This is an optimization exercise on Yosys and OpenROAD, whose aim is a short achievable clock period and few clock cycles, not a production implementation. Function was checked by simulation only, so behaviour that the tests miss may differ from the original. Power figures rest on the tool's default switching activity, not on a simulated workload.

==> inputs of 09-18 <==
==> flow/design.v (excerpt) <==
module fir_coef_loader
#(
  parameter int MAX_TAPS = 64,
  parameter int COEF_W   = fir_pkg::COEF_W_DEFAULT,
  parameter int AW       = $clog2(MAX_TAPS)
) (
  input  logic              clk,
  input  logic              reset,
  input  logic              wr_en,
  input  logic [AW-1:0]     wr_addr,
  input  logic [COEF_W-1:0] wr_data,
  input  logic [AW:0]       ntaps,
  input  logic              start,
  input  logic [31:0]       fir_len,
  output logic [COEF_W-1:0] cfg_din,
  output logic              cfg_ce,
  output logic              busy,
  output logic              done,
  output logic [1:0]        err
);
==> module coef_ram, before the edit <==
module coef_ram
#(
  parameter int DEPTH = 64,
  parameter int W     = fir_pkg::COEF_W_DEFAULT,
  parameter int AW    = $clog2(DEPTH)
) (
  input  logic               clk,
  input  logic               we,
  input  logic [AW-1:0]      wr_addr,
  input  logic [W-1:0]       wr_data,
  output logic [DEPTH*W-1:0] words
);
  for (genvar i = 0; i < DEPTH; i++) begin : g_word
    always_ff @(posedge clk) begin
      if (we && wr_addr == AW'(i)) words[i*W +: W] <= wr_data;
    end
  end
endmodule
==> module fir_coef_loader, before the edit <==
module fir_coef_loader
#(
  parameter int MAX_TAPS = 64,
  parameter int COEF_W   = fir_pkg::COEF_W_DEFAULT,
  parameter int AW       = $clog2(MAX_TAPS)
) (
  input  logic              clk,
  input  logic              reset,
  input  logic              wr_en,
  input  logic [AW-1:0]     wr_addr,
  input  logic [COEF_W-1:0] wr_data,
  input  logic [AW:0]       ntaps,
  input  logic              start,
  input  logic [31:0]       fir_len,
  output logic [COEF_W-1:0] cfg_din,
  output logic              cfg_ce,
  output logic              busy,
  output logic              done,
  output logic [1:0]        err
);
  localparam int RW = 8;                      
  localparam int NR = MAX_TAPS / RW;          
  logic          idle_q;                      
  logic          ndone_q;                     
  logic          accept;
  logic [AW+1:0] ntaps_p2;
  logic          g1, g2, bad;
  logic [AW-1:0] a0;                          
  logic [8:0]    pl_lo_in;                    
  assign accept   = start && idle_q;
  assign ntaps_p2 = {1'b0, ntaps} + (AW+2)'(2);
  assign g1       = fir_len > 32'(ntaps);        
  assign g2       = fir_len >= 32'(ntaps_p2);    
  assign bad      = 32'(ntaps) > fir_len;        
  assign a0       = ntaps[AW-1:0] - AW'(1);
  assign pl_lo_in = {1'b0, fir_len[7:0]} - 9'(ntaps_p2);
  logic              ph1;           
  logic              g2_r, bad_r;
  logic [31:0]       pl;            
  logic              pl_b;          
  logic              plz, pl1;      
  logic [AW:0]       ml;            
  logic              mlz, ml1;      
  logic [MAX_TAPS*COEF_W-1:0] words;
  logic [MAX_TAPS-1:0] sel;                   
  logic [MAX_TAPS-1:0] sel_in;                
  logic [NR-1:0][COEF_W-1:0] s1i, s1i_d, s1r, s1r_d;
  logic              first;                   
  logic              fwd_q;                   
  logic [COEF_W-1:0] wd_q;
  logic [COEF_W-1:0] rd_data;
  coef_ram #(.DEPTH(MAX_TAPS), .W(COEF_W), .AW(AW)) u_ram (
    .clk     (clk),
    .we      (wr_en && idle_q),
    .wr_addr (wr_addr),
    .wr_data (wr_data),
    .words   (words)
  );
  always_comb begin
    for (int i = 0; i < MAX_TAPS; i++) sel_in[i] = (ntaps[AW-1:0] == AW'((i + 1) % MAX_TAPS));
    for (int r = 0; r < NR; r++) begin
      s1i_d[r] = '0;
      s1r_d[r] = '0;
      for (int c = 0; c < RW; c++) begin
        s1i_d[r] = s1i_d[r] | (words[(r*RW+c)*COEF_W +: COEF_W] & {COEF_W{sel_in[r*RW+c]}});
        s1r_d[r] = s1r_d[r] | (words[(r*RW+c)*COEF_W +: COEF_W] & {COEF_W{sel[r*RW+c]}});
      end
    end
    rd_data = '0;
    if (!first) for (int r = 0; r < NR; r++) rd_data = rd_data | s1r[r];
    else if (fwd_q) rd_data = wd_q;
    else for (int r = 0; r < NR; r++) rd_data = rd_data | s1i[r];
  end
  logic active, issue_pad, issue_mem, last, none_left;
  assign active    = !idle_q && ndone_q && !(ph1 && bad_r);
  assign issue_pad = active && (ph1 ? g2_r : !plz);
  assign issue_mem = active && !issue_pad && !mlz;
  assign last      = (issue_pad && !ph1 && pl1 && mlz) || (issue_mem && ml1);
  assign none_left = !idle_q && ndone_q && (ph1 ? (bad_r || (!g2_r && mlz)) : (plz && mlz));
  always_ff @(posedge clk) begin
    if (idle_q) begin
      g2_r  <= g2;
      bad_r <= bad;
      pl    <= {fir_len[31:8], pl_lo_in[7:0]};
      pl_b  <= pl_lo_in[8];
      plz   <= fir_len <= 32'(ntaps_p2);
      pl1   <= fir_len == 32'(ntaps_p2) + 32'd1;
      ml    <= ntaps;
      mlz   <= ntaps == '0;
      ml1   <= ntaps == (AW+1)'(1);
      s1i   <= s1i_d;
      first <= 1'b1;
      fwd_q <= wr_en && (wr_addr == a0);
      wd_q  <= wr_data;
      for (int i = 0; i < MAX_TAPS; i++) sel[i] <= (ntaps[AW-1:0] == AW'((i + 2) % MAX_TAPS));
    end else begin
      if (ph1) begin
        pl[31:8] <= pl[31:8] - 24'(pl_b);
      end else if (issue_pad) begin
        pl  <= pl - 32'd1;
        plz <= pl1;
        pl1 <= (pl == 32'd2);
      end
      if (issue_mem) begin
        ml    <= ml - (AW+1)'(1);
        mlz   <= ml1;
        ml1   <= (ml == (AW+1)'(2));
        s1r   <= s1r_d;
        first <= 1'b0;
        sel   <= {sel[0], sel[MAX_TAPS-1:1]};
      end
    end
  end
  logic busy_nxt, done_nxt;
  assign busy_nxt = accept || (!idle_q && ndone_q);
  assign done_nxt = last || none_left;
  always_ff @(posedge clk or negedge reset) begin
    if (!reset) begin
      idle_q  <= 1'b1;
      ndone_q <= 1'b1;
    end else begin
      idle_q  <= !busy_nxt;
      ndone_q <= !done_nxt;
    end
  end
  always_ff @(posedge clk or negedge reset) begin
    if (!reset) begin
      busy    <= 1'b0;
      ph1     <= 1'b0;
      done    <= 1'b0;
      cfg_ce  <= 1'b0;
      cfg_din <= '0;
      err     <= fir_pkg::ERR_NONE;
    end else begin
      busy    <= busy_nxt;
      ph1     <= accept;
      done    <= done_nxt;
      cfg_ce  <= accept ? g1 : (issue_pad || issue_mem);
      cfg_din <= issue_mem ? rd_data : '0;
      if (accept)                                        err <= fir_pkg::ERR_NONE;
      else if (ph1 && bad_r)                             err <= fir_pkg::ERR_LEN;
      else if (wr_en && !idle_q && err != fir_pkg::ERR_LEN) err <= fir_pkg::ERR_WR_BUSY;
    end
  end
endmodule
==> flow/config.mk <==
export PLATFORM = sky130hd
export DESIGN_NAME = fir_coef_loader
export DESIGN_NICKNAME = fir_coef_loader
export VERILOG_FILES = /design/flow/design.v
export SDC_FILE = /design/flow/constraint.sdc
export NUM_CORES = 4
export LEC_CHECK = 0
export CAP_MARGIN = 20
export CELL_PAD_IN_SITES_DETAIL_PLACEMENT = 1
export CORE_MARGIN = 2
export CORE_UTILIZATION = 40
export SETUP_SLACK_MARGIN = 1.8
export SLEW_MARGIN = 20
export TNS_END_PERCENT = 100
==> flow/constraint.sdc <==
create_clock -name core_clock -period 4.0 [get_ports {clk}]
set_input_delay 0.8000 -clock core_clock [delete_from_list [all_inputs] [get_ports {clk}]]
set_output_delay 0.8000 -clock core_clock [all_outputs]
set_load 0.01 [all_outputs]
run.sh (not shown) runs the stock make flow with config.mk's settings and CLKGATE_MAP_FILE= SYNTH_SCRIPT=/design/flow/synth_recipe.tcl, a recipe that flattens the netlist after the stock synthesis.
==> inputs of 04-08, as changes to 09-18 <==
==> flow/design.v (replaced) <==
package fir_pkg;
  localparam int COEF_W_DEFAULT = 25;
  typedef enum logic [1:0] {
    ERR_NONE    = 2'd0,
    ERR_LEN     = 2'd1,
    ERR_WR_BUSY = 2'd2
  } err_t;
endpackage
module coef_ram
#(
  parameter int DEPTH = 64,
  parameter int W     = fir_pkg::COEF_W_DEFAULT,
  parameter int AW    = $clog2(DEPTH)
) (
  input  logic             clk,
  input  logic             we,
  input  logic [AW-1:0]    wr_addr,
  input  logic [W-1:0]     wr_data,
  input  logic [DEPTH-1:0] rd_sel,    
  output logic [W-1:0]     rd_data
);
  logic [W-1:0] mem [DEPTH];
  for (genvar i = 0; i < DEPTH; i++) begin : g_word
    always_ff @(posedge clk) begin
      if (we && wr_addr == AW'(i)) mem[i] <= wr_data;
    end
  end
  always_comb begin
    rd_data = '0;
    for (int i = 0; i < DEPTH; i++) rd_data = rd_data | (mem[i] & {W{rd_sel[i]}});
  end
endmodule
module fir_coef_loader
#(
  parameter int MAX_TAPS = 64,
  parameter int COEF_W   = fir_pkg::COEF_W_DEFAULT,
  parameter int AW       = $clog2(MAX_TAPS)
) (
  input  logic              clk,
  input  logic              reset,
  input  logic              wr_en,
  input  logic [AW-1:0]     wr_addr,
  input  logic [COEF_W-1:0] wr_data,
  input  logic [AW:0]       ntaps,
  input  logic              start,
  input  logic [31:0]       fir_len,
  output logic [COEF_W-1:0] cfg_din,
  output logic              cfg_ce,
  output logic              busy,
  output logic              done,
  output logic [1:0]        err
);
  logic          accept;
  logic [AW+1:0] ntaps_p2;
  logic          g1, g2, bad;
  assign accept   = start && !busy;
  assign ntaps_p2 = {1'b0, ntaps} + (AW+2)'(2);
  assign g1       = fir_len > 32'(ntaps);        
  assign g2       = fir_len >= 32'(ntaps_p2);    
  assign bad      = 32'(ntaps) > fir_len;        
  logic              ph1;           
  logic              g2_r, bad_r;
  logic [31:0]       len_r;
  logic [AW+1:0]     x_r;           
  logic [31:0]       pl;            
  logic              plz;           
  logic [AW:0]       ml;            
  logic              mlz;           
  logic [MAX_TAPS-1:0] sel;         
  logic [COEF_W-1:0] rd_data;
  coef_ram #(.DEPTH(MAX_TAPS), .W(COEF_W), .AW(AW)) u_ram (
    .clk     (clk),
    .we      (wr_en && !busy),
    .wr_addr (wr_addr),
    .wr_data (wr_data),
    .rd_sel  (sel),
    .rd_data (rd_data)
  );
  logic active, issue_pad, issue_mem, last, none_left;
  assign active    = busy && !done && !(ph1 && bad_r);
  assign issue_pad = active && (ph1 ? g2_r : !plz);
  assign issue_mem = active && !issue_pad && !mlz;
  assign last      = (issue_pad && !ph1 && pl == 32'd1 && mlz) ||
                     (issue_mem && ml == (AW+1)'(1));
  assign none_left = busy && !done && (ph1 ? (bad_r || (!g2_r && mlz)) : (plz && mlz));
  always_ff @(posedge clk) begin
    if (!busy) begin
      len_r <= fir_len;
      x_r   <= ntaps_p2;
      g2_r  <= g2;
      bad_r <= bad;
      ml    <= ntaps;
      mlz   <= (ntaps == '0);
      for (int i = 0; i < MAX_TAPS; i++) sel[i] <= (ntaps[AW-1:0] == AW'((i + 1) % MAX_TAPS));
    end else begin
      if (ph1) begin
        pl  <= len_r - 32'(x_r);
        plz <= !g2_r || (len_r == 32'(x_r));
      end else if (issue_pad) begin
        pl  <= pl - 32'd1;
        plz <= (pl == 32'd1);
      end
      if (issue_mem) begin
        ml  <= ml - (AW+1)'(1);
        mlz <= (ml == (AW+1)'(1));
        sel <= {sel[0], sel[MAX_TAPS-1:1]};
      end
    end
  end
  always_ff @(posedge clk or negedge reset) begin
    if (!reset) begin
      busy    <= 1'b0;
      ph1     <= 1'b0;
      done    <= 1'b0;
      cfg_ce  <= 1'b0;
      cfg_din <= '0;
      err     <= fir_pkg::ERR_NONE;
    end else begin
      busy    <= accept || (busy && !done);
      ph1     <= accept;
      done    <= last || none_left;
      cfg_ce  <= accept ? g1 : (issue_pad || issue_mem);
      cfg_din <= issue_mem ? rd_data : '0;
      if (accept)                                    err <= fir_pkg::ERR_NONE;
      else if (ph1 && bad_r)                         err <= fir_pkg::ERR_LEN;
      else if (wr_en && busy && err != fir_pkg::ERR_LEN) err <= fir_pkg::ERR_WR_BUSY;
    end
  end
endmodule
--- a/flow/config.mk
+++ b/flow/config.mk
@@ -6,9 +6,6 @@
 export NUM_CORES = 4
 export LEC_CHECK = 0
 export CAP_MARGIN = 20
-export CELL_PAD_IN_SITES_DETAIL_PLACEMENT = 1
 export CORE_MARGIN = 2
 export CORE_UTILIZATION = 40
-export SETUP_SLACK_MARGIN = 1.8
 export SLEW_MARGIN = 20
-export TNS_END_PERCENT = 100
==> inputs of 01-09, as changes to 09-18 <==
--- a/flow/design.v
+++ b/flow/design.v
@@ -60,10 +60,16 @@
   assign bad      = 32'(ntaps) > fir_len;        
   assign a0       = ntaps[AW-1:0] - AW'(1);
   assign pl_lo_in = {1'b0, fir_len[7:0]} - 9'(ntaps_p2);
+  assign b_in     = pl_lo_in[8];
+  assign hi_in    = fir_len[31:8] - 24'(b_in);
+  assign pl_hi_m1 = {pl_hi[23:16] - 8'(zb0 && zb1), pl_hi[15:8] - 8'(zb0), pl_hi[7:0] - 8'd1};
   logic              ph1;           
   logic              g2_r, bad_r;
-  logic [31:0]       pl;            
-  logic              pl_b;          
+  logic [7:0]        pl_lo;
+  logic [23:0]       pl_hi, pl_hi_m1, hi_in;
+  logic              zb0, zb1;      
+  logic              hiz;           
+  logic              b_in;
   logic              plz, pl1;      
   logic [AW:0]       ml;            
   logic              mlz, ml1;      
@@ -107,8 +113,11 @@
     if (idle_q) begin
       g2_r  <= g2;
       bad_r <= bad;
-      pl    <= {fir_len[31:8], pl_lo_in[7:0]};
-      pl_b  <= pl_lo_in[8];
+      pl_lo <= pl_lo_in[7:0];
+      pl_hi <= hi_in;
+      zb0   <= b_in ? (fir_len[15:8] == 8'd1) : (fir_len[15:8] == 8'd0);
+      zb1   <= (b_in && fir_len[15:8] == 8'd0) ? (fir_len[23:16] == 8'd1) : (fir_len[23:16] == 8'd0);
+      hiz   <= b_in ? (fir_len[31:8] == 24'd1) : (fir_len[31:8] == 24'd0);
       plz   <= fir_len <= 32'(ntaps_p2);
       pl1   <= fir_len == 32'(ntaps_p2) + 32'd1;
       ml    <= ntaps;
@@ -120,12 +129,16 @@
       wd_q  <= wr_data;
       for (int i = 0; i < MAX_TAPS; i++) sel[i] <= (ntaps[AW-1:0] == AW'((i + 2) % MAX_TAPS));
     end else begin
-      if (ph1) begin
-        pl[31:8] <= pl[31:8] - 24'(pl_b);
-      end else if (issue_pad) begin
-        pl  <= pl - 32'd1;
+      zb0 <= (pl_hi[7:0] == 8'd0);
+      zb1 <= (pl_hi[15:8] == 8'd0);
+      if (issue_pad && !ph1) begin
+        pl_lo <= pl_lo - 8'd1;
+        if (pl_lo == 8'd0) begin
+          pl_hi <= pl_hi_m1;
+          hiz   <= (pl_hi == 24'd1);
+        end
         plz <= pl1;
-        pl1 <= (pl == 32'd2);
+        pl1 <= hiz && (pl_lo == 8'd2);
       end
       if (issue_mem) begin
         ml    <= ml - (AW+1)'(1);
==> inputs of 03-22, as changes to 09-18 <==
--- a/flow/design.v
+++ b/flow/design.v
@@ -60,15 +60,22 @@
   assign bad      = 32'(ntaps) > fir_len;        
   assign a0       = ntaps[AW-1:0] - AW'(1);
   assign pl_lo_in = {1'b0, fir_len[7:0]} - 9'(ntaps_p2);
+  assign b_in     = pl_lo_in[8];
+  assign pl_hi_m1 = {pl_hi[23:16] - 8'(zb0 && zb1), pl_hi[15:8] - 8'(zb0), pl_hi[7:0] - 8'd1};
   logic              ph1;           
   logic              g2_r, bad_r;
-  logic [31:0]       pl;            
-  logic              pl_b;          
+  logic [7:0]        pl_lo;
+  logic [23:0]       pl_hi, pl_hi_m1;
+  logic              hb;            
+  logic              zb0, zb1;      
+  logic              hiz;           
+  logic              b_in;
   logic              plz, pl1;      
   logic [AW:0]       ml;            
   logic              mlz, ml1;      
   logic [MAX_TAPS*COEF_W-1:0] words;
-  logic [MAX_TAPS-1:0] sel;                   
+  localparam int NS = 3;
+  logic [NS-1:0][MAX_TAPS-1:0] sel;
   logic [MAX_TAPS-1:0] sel_in;                
   logic [NR-1:0][COEF_W-1:0] s1i, s1i_d, s1r, s1r_d;
   logic              first;                   
@@ -89,7 +96,8 @@
       s1r_d[r] = '0;
       for (int c = 0; c < RW; c++) begin
         s1i_d[r] = s1i_d[r] | (words[(r*RW+c)*COEF_W +: COEF_W] & {COEF_W{sel_in[r*RW+c]}});
-        s1r_d[r] = s1r_d[r] | (words[(r*RW+c)*COEF_W +: COEF_W] & {COEF_W{sel[r*RW+c]}});
+        for (int b = 0; b < COEF_W; b++)
+          s1r_d[r][b] = s1r_d[r][b] | (words[(r*RW+c)*COEF_W + b] & sel[b*NS/COEF_W][r*RW+c]);
       end
     end
     rd_data = '0;
@@ -107,8 +115,12 @@
     if (idle_q) begin
       g2_r  <= g2;
       bad_r <= bad;
-      pl    <= {fir_len[31:8], pl_lo_in[7:0]};
-      pl_b  <= pl_lo_in[8];
+      pl_lo <= pl_lo_in[7:0];
+      pl_hi <= fir_len[31:8];
+      hb    <= b_in;
+      zb0   <= fir_len[15:8] == 8'd0;
+      zb1   <= fir_len[23:16] == 8'd0;
+      hiz   <= b_in ? (fir_len[31:8] == 24'd1) : (fir_len[31:8] == 24'd0);
       plz   <= fir_len <= 32'(ntaps_p2);
       pl1   <= fir_len == 32'(ntaps_p2) + 32'd1;
       ml    <= ntaps;
@@ -118,14 +130,20 @@
       first <= 1'b1;
       fwd_q <= wr_en && (wr_addr == a0);
       wd_q  <= wr_data;
-      for (int i = 0; i < MAX_TAPS; i++) sel[i] <= (ntaps[AW-1:0] == AW'((i + 2) % MAX_TAPS));
+      for (int k = 0; k < NS; k++)
+        for (int i = 0; i < MAX_TAPS; i++) sel[k][i] <= (ntaps[AW-1:0] == AW'((i + 2) % MAX_TAPS));
     end else begin
-      if (ph1) begin
-        pl[31:8] <= pl[31:8] - 24'(pl_b);
-      end else if (issue_pad) begin
-        pl  <= pl - 32'd1;
+      zb0 <= (pl_hi[7:0] == 8'd0);
+      zb1 <= (pl_hi[15:8] == 8'd0);
+      if (ph1 && hb) pl_hi <= pl_hi_m1;
+      if (issue_pad && !ph1) begin
+        pl_lo <= pl_lo - 8'd1;
+        if (pl_lo == 8'd0) begin
+          pl_hi <= pl_hi_m1;
+          hiz   <= (pl_hi == 24'd1);
+        end
         plz <= pl1;
-        pl1 <= (pl == 32'd2);
+        pl1 <= hiz && (pl_lo == 8'd2);
       end
       if (issue_mem) begin
         ml    <= ml - (AW+1)'(1);
@@ -133,7 +151,7 @@
         ml1   <= (ml == (AW+1)'(2));
         s1r   <= s1r_d;
         first <= 1'b0;
-        sel   <= {sel[0], sel[MAX_TAPS-1:1]};
+        for (int k = 0; k < NS; k++) sel[k] <= {sel[k][0], sel[k][MAX_TAPS-1:1]};
       end
     end
   end
--- a/flow/config.mk
+++ b/flow/config.mk
@@ -8,7 +8,7 @@
 export CAP_MARGIN = 20
 export CELL_PAD_IN_SITES_DETAIL_PLACEMENT = 1
 export CORE_MARGIN = 2
-export CORE_UTILIZATION = 40
-export SETUP_SLACK_MARGIN = 1.8
+export CORE_UTILIZATION = 50
+export SETUP_SLACK_MARGIN = 2.0
 export SLEW_MARGIN = 20
 export TNS_END_PERCENT = 100
==> key figures <==
Run status
  – Status: timing/DRC/antenna clean

Clock tree
  – Hold buffer count at CTS: 0

Critical path
  – Setup crit start kind: input pin

Floorplanning
  – Std cell rows: 170

Synthesis
  – Post-Syn Nets: 5474
  – Netlist cell types: 64
  – Netlist Area Pre-Place: 86190 sq um
  – Post-Syn Instances: 5369
  – Yosys warning count: 2

Placed design
  – DPL Wire Length: 212.1 mm
  – Post-DP Area: 93230 sq um

Route
  – 1st-iter DRT viols: 11390

STA
  – Skew final: 0.03884 ns
  – Pins Over Slew Limit: 0

Power
  – P per Cell Area: 635.2 nW/um^2

Hold path
  – Hold Path Class: input pin to asynchronous set/reset pin
The numbers above come from 09-18.

==> key figures <==
Run status
  – Status: complete, but fails checks
  – Layout check failures: capacitance limit

Synthesis
  – Post-Syn Nets: 5546
  – Netlist Area Pre-Place: 86980 sq um
  – Netlist cell types: 72

Route
  – 1st-iter DRT viols: 14170

Job
  – Max cap viols: 1

STA
  – Pins Over Slew Limit: 0
  – Skew final: 0.07092 ns

Clock tree
  – Hold buffer count at CTS: 1

Placed design
  – DPL Wire Length: 214.2 mm
  – Post-DP Area: 94240 sq um

Floorplanning
  – Std cell rows: 171

Hold path
  – Hold Path Class: input pin to asynchronous set/reset pin
The numbers above come from 01-09.

==> key figures <==
Synthesis
  – Mean post-synth cell area: 17.99 sq um
  – Yosys warning count: 3
  – Post-Syn Nets: 3759
  – Post-Syn Instances: 3656
  – Netlist Area Pre-Place: 65770 sq um
  – Netlist cell types: 59

Floorplanning
  – Std cell rows: 148

Clock tree
  – Hold buffer count at CTS: 0

Route
  – 1st-iter DRT viols: 9951

Hold path
  – Hold Path Class: input pin to asynchronous set/reset pin

STA
  – Skew final: 0.03009 ns
  – Pins Over Slew Limit: 0
  – Fin Setup TNS: 0 ns

Placed design
  – DPL Wire Length: 164.7 mm

Critical path
  – Setup crit start kind: register

Power
  – P per Cell Area: 716.3 nW/um^2

Run status
  – Status: timing/DRC/antenna clean
The numbers above come from 04-08.

==> key figures <==
STA
  – Skew final: 0.04921 ns
  – Pins Over Slew Limit: 6

Run status
  – Status: complete, but fails checks
  – Layout check failures: capacitance limit, slew limit

Synthesis
  – Post-Syn Instances: 5933
  – Post-Syn Nets: 6044
  – Netlist cell types: 60

Clock tree
  – Hold buffer count at CTS: 1

Placed design
  – Post-DP Area: 97140 sq um

Job
  – Max cap viols: 4

Power
  – P per Cell Area: 648.0 nW/um^2

Critical path
  – Setup crit start kind: register
The numbers above come from 03-22.

Testbench counts of 09-18, summed over its fixed seeds: cycles 14,007.
Testbench counts of 04-08, summed over its fixed seeds: cycles 14,007.
Testbench counts of 01-09, summed over its fixed seeds: cycles 14,007.
Testbench counts of 03-22, summed over its fixed seeds: cycles 14,007.

port drivers added, routing unchanged:
How much do the figures lean on ideal ports? The routed layouts below were timed once more, with nothing changed but the port constraints.
Step 1 sets driving cells, clkbuf_16 on the clock port and buf_2 on the other inputs (assumed; they add their load-dependent delay and slew).
Step 2, shift: input delay + t, output delay - t, t = (earliest + latest rising clock arrival at the registers) / 2. This alone moves slack from input paths to output paths.
a / b / c = ideal / step 1 / step 2; a / b = the first two.
run | t (ns) | setup WS [ns] | hold slack, ns | worst setup path after step 2 | worst data-port slew with drivers (ns)
09-18 | 0.935 | 1.593 / 1.603 / 0.718 | 0.095 / 0.032 / 0.572 | input to register | 0.09
04-08 | 0.890 | 0.835 / 0.835 / 0.416 | 0.079 / 0.021 / 0.582 | input to register | 0.20
01-09 | 0.989 | 1.209 / 1.247 / 0.258 | 0.398 / 0.334 / 0.559 | input to register | 0.38
03-22 | 0.990 | 1.224 / 1.216 / 0.226 | 0.411 / 0.349 / 0.595 | input to register | 0.32
For 03-22, which loses most, drivers alone change the setup slack by -0.008 ns; drivers and shift together by -0.998 ns.
